This design comes from an exercise in tuning for small area, a short achievable clock period and few clock cycles on the open sky130 flow, not from production work.
At most, simulation tests tie the RTL to the original design; equivalence was not proved.
No activity file was given, so power comes from the tool's default toggle rates.

run A:
==> flow/design.v (excerpt) <==
module segment_reassembly_engine (
    input  logic              i_clk,
    input  logic              i_rst_n,
    input  logic              i_cfg_we,
    input  logic [3:0]        i_cfg_data,
    input  logic              i_in_valid,
    output logic              o_in_ready,
    input  logic [8:0]        i_in_word,
    output logic              o_out_valid,
    input  logic              i_out_ready,
    output logic [57:0]       o_out_word
);
clock: 9.0 ns
lec_check: 0
cap_margin: 20
core_margin: 2
core_utilization: 40
setup_slack_margin: 5
slew_margin: 20
run.sh (not shown) runs the stock make flow with config.mk's settings and CLKGATE_MAP_FILE= SYNTH_SCRIPT=/design/flow/synth_recipe.tcl, a recipe that flattens the netlist after the stock synthesis.
The flow did not stop early for run A: all stages ran, and the layout cleared the timing, design-rule and antenna checks.
Inputs modified between run A and run B:
# run A
export LEC_CHECK = 0
export CAP_MARGIN = 20
export CORE_MARGIN = 2
export CORE_UTILIZATION = 40
export SETUP_SLACK_MARGIN = 5
export SLEW_MARGIN = 20
create_clock -name core_clock -period 9.0 [get_ports {i_clk}]
# run B
export LEC_CHECK = 0
export ABC_CLOCK_PERIOD_IN_PS = 2500
export CAP_MARGIN = 20
export CORE_MARGIN = 2
export CORE_UTILIZATION = 40
export SETUP_SLACK_MARGIN = 5
export SLEW_MARGIN = 20
create_clock -name core_clock -period 9.0 [get_ports {i_clk}]
Findings:
Power per cell area across run A and run B: no real change.
Amount of wire on met3 after detailed routing: run A vs run B identical
Status: clock share of power parity (run A, run B)
Going from run A to run B, clock latency on the worst-skew pair flat; critical path arrival flat.
Function was not checked in any run of this note: the RTL went through the layout flow alone.

---

segment_reassembly_engine, a different RTL version from the one above (not shown whole).
For scale: about 2700 cells after synthesis, ~1200 flip-flops, ~78 I/O pins, about 37000 um^2 of cells after synthesis.
## segment_reassembly_engine
module segment_reassembly_engine (
    input  logic              i_clk,
    input  logic              i_rst_n,
    input  logic              i_cfg_we,
    input  logic [3:0]        i_cfg_data,
    input  logic              i_in_valid,
    output logic              o_in_ready,
    input  logic [8:0]        i_in_word,
    output logic              o_out_valid,
    input  logic              i_out_ready,
    output logic [57:0]       o_out_word
);
==> flow/config.mk <==
export PLATFORM = sky130hd
export DESIGN_NAME = segment_reassembly_engine
export DESIGN_NICKNAME = segment_reassembly_engine
export VERILOG_FILES = /design/flow/design.v
export SDC_FILE = /design/flow/constraint.sdc
export NUM_CORES = 4
export LEC_CHECK = 0
export CAP_MARGIN = 20
export CORE_MARGIN = 2
export CORE_UTILIZATION = 50
export CTS_CLUSTER_DIAMETER = 150
export CTS_CLUSTER_SIZE = 30
export SETUP_SLACK_MARGIN = 5
export SLEW_MARGIN = 20
==> flow/constraint.sdc <==
create_clock -name core_clock -period 9.0 [get_ports {i_clk}]
set_input_delay 1.8000 -clock core_clock [delete_from_list [all_inputs] [get_ports {i_clk}]]
set_output_delay 1.8000 -clock core_clock [all_outputs]
set_load 0.01 [all_outputs]
standard.sh (not shown) runs the stock make flow with config.mk's settings and CLKGATE_MAP_FILE= SYNTH_SCRIPT=/design/flow/synth_recipe.tcl, a recipe that flattens the netlist after the stock synthesis.
==> flow/flow/run.sh <==
#!/bin/bash
# standard layout, with timing repair aiming at a larger setup margin
set -euo pipefail
bash standard.sh SETUP_SLACK_MARGIN=6.0 finish > standard_flow.log 2>&1
The starting point ran to the end with no violations.
Testbench counts at the start, summed over its fixed seeds: cycles 102,197.
==> next run, changes <==
- CORE_UTILIZATION: 50 -> 40
- TNS_END_PERCENT: not set -> 30
Non-clock buffer count went down by 30. Routed wire length went up by 1.6%. Final area is about the same. Register-to-register slack is better by 0.02 ns. Via count went down by 1.3%. Synthesized area does not change. Die area went up by 25%. Sequential share of layout area hardly moves. Total power hardly moves. First-iteration DRC count went down by 12%.
==> next run, changes <==
==> flow/flow/run.sh (replaced) <==
#!/bin/bash
# standard layout, with timing repair aiming at a larger setup margin
set -euo pipefail
bash standard.sh SETUP_SLACK_MARGIN=5.85 finish > standard_flow.log 2>&1
- TNS_END_PERCENT: 30 -> not set
What happened: Synthesized cell count is unchanged. Setup slack gets worse by 0.045 ns. Cell area barely changes. Via count climbs by 0.78%. Area after synthesis does not change. Fmax drops by about 1.5%. Global-route usage drops by 0.25 points. Utilization is about the same. Clock skew stays flat.

---

Another version of the RTL of segment_reassembly_engine (not shown whole).
Size in the first run: roughly 1200 flip-flops, about 0.035 mm2 of cells after synthesis.
export LEC_CHECK = 0
export CAP_MARGIN = 20
export CORE_MARGIN = 2
export CORE_UTILIZATION = 40
export SETUP_SLACK_MARGIN = 5
export SLEW_MARGIN = 20
create_clock -name core_clock -period 9.0 [get_ports {i_clk}]
==> flow/flow/run.sh <==
#!/bin/bash
# standard layout, with timing repair aiming at a larger setup margin
set -euo pipefail
bash standard.sh SETUP_SLACK_MARGIN=6 finish > standard_flow.log 2>&1
The baseline completed without violations.
Rerun with:
==> flow/run.sh (new file) <==
#!/bin/bash
# synth_recipe.tcl (not shown) runs the flow's synth.tcl, then flattens the netlist and writes it again
# the make line also repeats each setting of config.mk as NAME=value (left out here)
make -C /OpenROAD-flow-scripts/flow DESIGN_CONFIG=/design/flow/config.mk WORK_HOME=/design/flow/orfs CLKGATE_MAP_FILE= SYNTH_SCRIPT=/design/flow/synth_recipe.tcl finish
removed: flow/flow/run.sh
removed: flow/standard.sh
What happened:
- The new run finished with timing, DRC and antenna clean
- routed wire length falls by 6.0%
- via count falls by 4.5%
- setup slack improved by 100 ps
- die area does not change
Function was not checked in any run of this note: the RTL went through the layout flow alone.

---

## job 104
segment_reassembly_engine, a different RTL version from the one above (not shown whole).
For scale: about 2900 cells after synthesis, ~78 I/O pins, ~36000 um2 of cells after synthesis.
clock: 9.0 ns
lec_check: 0
cap_margin: 20
core_margin: 2
core_utilization: 40
setup_slack_margin: 5
slew_margin: 20
==> flow/flow/run.sh <==
#!/bin/bash
# standard layout, with timing repair aiming at a larger setup margin
set -euo pipefail
bash standard.sh SETUP_SLACK_MARGIN=6.5 finish > standard_flow.log 2>&1
Input changes introduced in job 102 (baseline for comparison: job 104):
==> flow/run.sh (new file) <==
#!/bin/bash
# synth_recipe.tcl (not shown) runs the flow's synth.tcl, then flattens the netlist and writes it again
# the make line also repeats each setting of config.mk as NAME=value (left out here)
make -C /OpenROAD-flow-scripts/flow DESIGN_CONFIG=/design/flow/config.mk WORK_HOME=/design/flow/orfs CLKGATE_MAP_FILE= SYNTH_SCRIPT=/design/flow/synth_recipe.tcl finish
removed: flow/flow/run.sh
removed: flow/standard.sh
==> comparison <==
Cmp job 104 and job 102 / layout net count / lower: job 102. Compared with job 104, in job 102 worst path setup slack after routing moved down; combinational power fell by about 50%; setup fix buffers added after clock tree synthesis now sits lower; total number of placement rows saw little to no change. Reported for job 104 and job 102, number of nets with antenna violations after detailed routing turned out identical to the last digit. Looking at non-clock buffer share of cell area, job 102 sits below job 104. Clock tree buffer count of the final layout ended up 5.2% higher on job 102 than on job 104. Job 104 reports its critical path class as flop to flop while job 102 reports primary input to flop. Sequential share of layout area: job 102 higher than job 104. Job 102 vs job 104, part of the cycle the worst path needs went up by 3.0 points. Combinational fraction of design power on job 102 is down relative to job 104.
No run of this note included a check of the RTL's function; only the layout flow was run.

---

Another version of the RTL of segment_reassembly_engine (not shown whole).
For scale: about 2500 cells after synthesis.
Settings: LEC_CHECK=0, CAP_MARGIN=20, CORE_MARGIN=2, CORE_UTILIZATION=40, CTS_CLUSTER_DIAMETER=150, CTS_CLUSTER_SIZE=30, SETUP_SLACK_MARGIN=5, SLEW_MARGIN=20; clock period 9.0 ns.
==> flow/flow/run.sh <==
#!/bin/bash
# standard layout, with timing repair aiming at a larger setup margin
set -euo pipefail
bash standard.sh SETUP_SLACK_MARGIN=5.7 finish > standard_flow.log 2>&1
The starting point finished clean.
Testbench counts at the start, summed over its fixed seeds: cycles 102,196.
==> next run, changes <==
--- a/flow/config.mk
+++ b/flow/config.mk
@@ -10,4 +10,2 @@
 export CORE_UTILIZATION = 40
-export CTS_CLUSTER_DIAMETER = 150
-export CTS_CLUSTER_SIZE = 30
 export SETUP_SLACK_MARGIN = 5
The changed run finished with timing, DRC and antenna clean.
Power grows by 30%.
Via count rises by 3.0%.
Count of clock-buffer cells in the layout is higher by 91.
Final cell count grows by 4.0%.
Hold slack barely changes.
Fmax is about the same.
Die area does not change.
Core utilization is higher by 3.3 points.
Cell area rises by 7.2%.
Clock power grows by 97%.

---

== before ==
RTL: one of the versions met above, not the one the previous note started from.
Size: about 1200 flip-flops, ~78 I/O pins.
==> flow/config.mk <==
export PLATFORM = sky130hd
export DESIGN_NAME = segment_reassembly_engine
export DESIGN_NICKNAME = segment_reassembly_engine
export VERILOG_FILES = /design/flow/design.v
export SDC_FILE = /design/flow/constraint.sdc
export NUM_CORES = 4
export LEC_CHECK = 0
export CAP_MARGIN = 20
export CORE_MARGIN = 2
export CORE_UTILIZATION = 40
export CTS_CLUSTER_DIAMETER = 150
export CTS_CLUSTER_SIZE = 30
export SETUP_SLACK_MARGIN = 5
export SLEW_MARGIN = 20
export TNS_END_PERCENT = 60
==> flow/constraint.sdc <==
create_clock -name core_clock -period 9.0 [get_ports {i_clk}]
set_input_delay 1.8000 -clock core_clock [delete_from_list [all_inputs] [get_ports {i_clk}]]
set_output_delay 1.8000 -clock core_clock [all_outputs]
set_load 0.01 [all_outputs]
==> flow/flow/run.sh <==
#!/bin/bash
# standard layout, with timing repair aiming at a larger setup margin
set -euo pipefail
bash standard.sh SETUP_SLACK_MARGIN=6.0 finish > standard_flow.log 2>&1
before went all the way through the flow, and no timing, DRC or antenna check failed.
Testbench counts of before, summed over its fixed seeds: cycles 102,197.
#### Input delta (after over before)
--- a/flow/config.mk
+++ b/flow/config.mk
@@ -10,6 +10,5 @@
 export CORE_UTILIZATION = 40
-export CTS_CLUSTER_DIAMETER = 150
-export CTS_CLUSTER_SIZE = 30
+export CTS_CLUSTER_DIAMETER = 135
+export CTS_CLUSTER_SIZE = 27
 export SETUP_SLACK_MARGIN = 5
 export SLEW_MARGIN = 20
-export TNS_END_PERCENT = 60
Results
after went all the way through synthesis, placement and routing and the layout is clean on timing, DRC and antenna. Compared with before, in after power per standard cell area picked up an extra about 0.54%, CTS buffer count picked up an extra 11%, maximum fanout along the worst path lost 1, worst max-slew margin expressed relative to the limit lost 1.4 points. Share of the clock period used by the worst path: after and before compared, lower one is before. Going from before to after, total power draw grew slightly. Lower layout overhead on the synthesized area goes to before over after.

port drivers added, routing unchanged:
Ports are ideal in the flow. The routed layouts listed here were re-timed in OpenROAD. Step 1 sets driving cells, clkbuf_16 on the clock port and buf_2 on the other inputs (assumed; they add their load-dependent delay and slew). Step 2 times the ports against the registers' clock, not the clock port: input delays grow and output delays shrink by t, the midpoint of the rising clock arrivals with the driver on. Three values: no drivers, after step 1, after step 2; two values: the first two.
| run | t, ns | setup WS [ns] | worst setup path at the end | slew at the worst register clock pin (ns) |
|---|---|---|---|---|
| run A | 0.722 | 4.470 / 4.470 / 4.450 | input to register | 0.07 / 0.07 |
| run B | 0.722 | 4.470 / 4.470 / 4.450 | input to register | 0.07 / 0.07 |
| the first run of note 2 | 0.704 | 5.898 / 5.837 / 5.283 | input to register | 0.13 / 0.13 |
| the second run of note 2 | 0.685 | 5.921 / 5.860 / 5.322 | input to register | 0.12 / 0.12 |
| the third run of note 2 | 0.706 | 5.875 / 5.829 / 5.213 | input to register | 0.12 / 0.12 |
| the first run of note 3 | 0.732 | 4.968 / 4.968 / 4.968 | register to register | 0.07 / 0.07 |
| the second run of note 3 | 0.728 | 5.068 / 5.056 / 4.392 | input to register | 0.07 / 0.07 |
| job 104 | 0.740 | 5.362 / 5.362 / 4.645 | input to register | 0.07 / 0.07 |
| job 102 | 0.729 | 5.094 / 5.113 / 4.407 | input to register | 0.07 / 0.07 |
| the first run of note 5 | 0.691 | 5.464 / 5.414 / 5.079 | input to register | 0.12 / 0.12 |
| the second run of note 5 | 0.736 | 5.463 / 5.399 / 5.043 | input to register | 0.07 / 0.07 |
| before | 0.707 | 5.939 / 5.872 / 5.282 | input to register | 0.12 / 0.12 |
| after | 0.699 | 5.913 / 5.852 / 5.306 | input to register | 0.12 / 0.12 |
After both steps setup and hold are still met in every run listed. The setup slack of job 104, which loses most, moves by 0.000 ns with the drivers and by -0.717 ns with both steps.
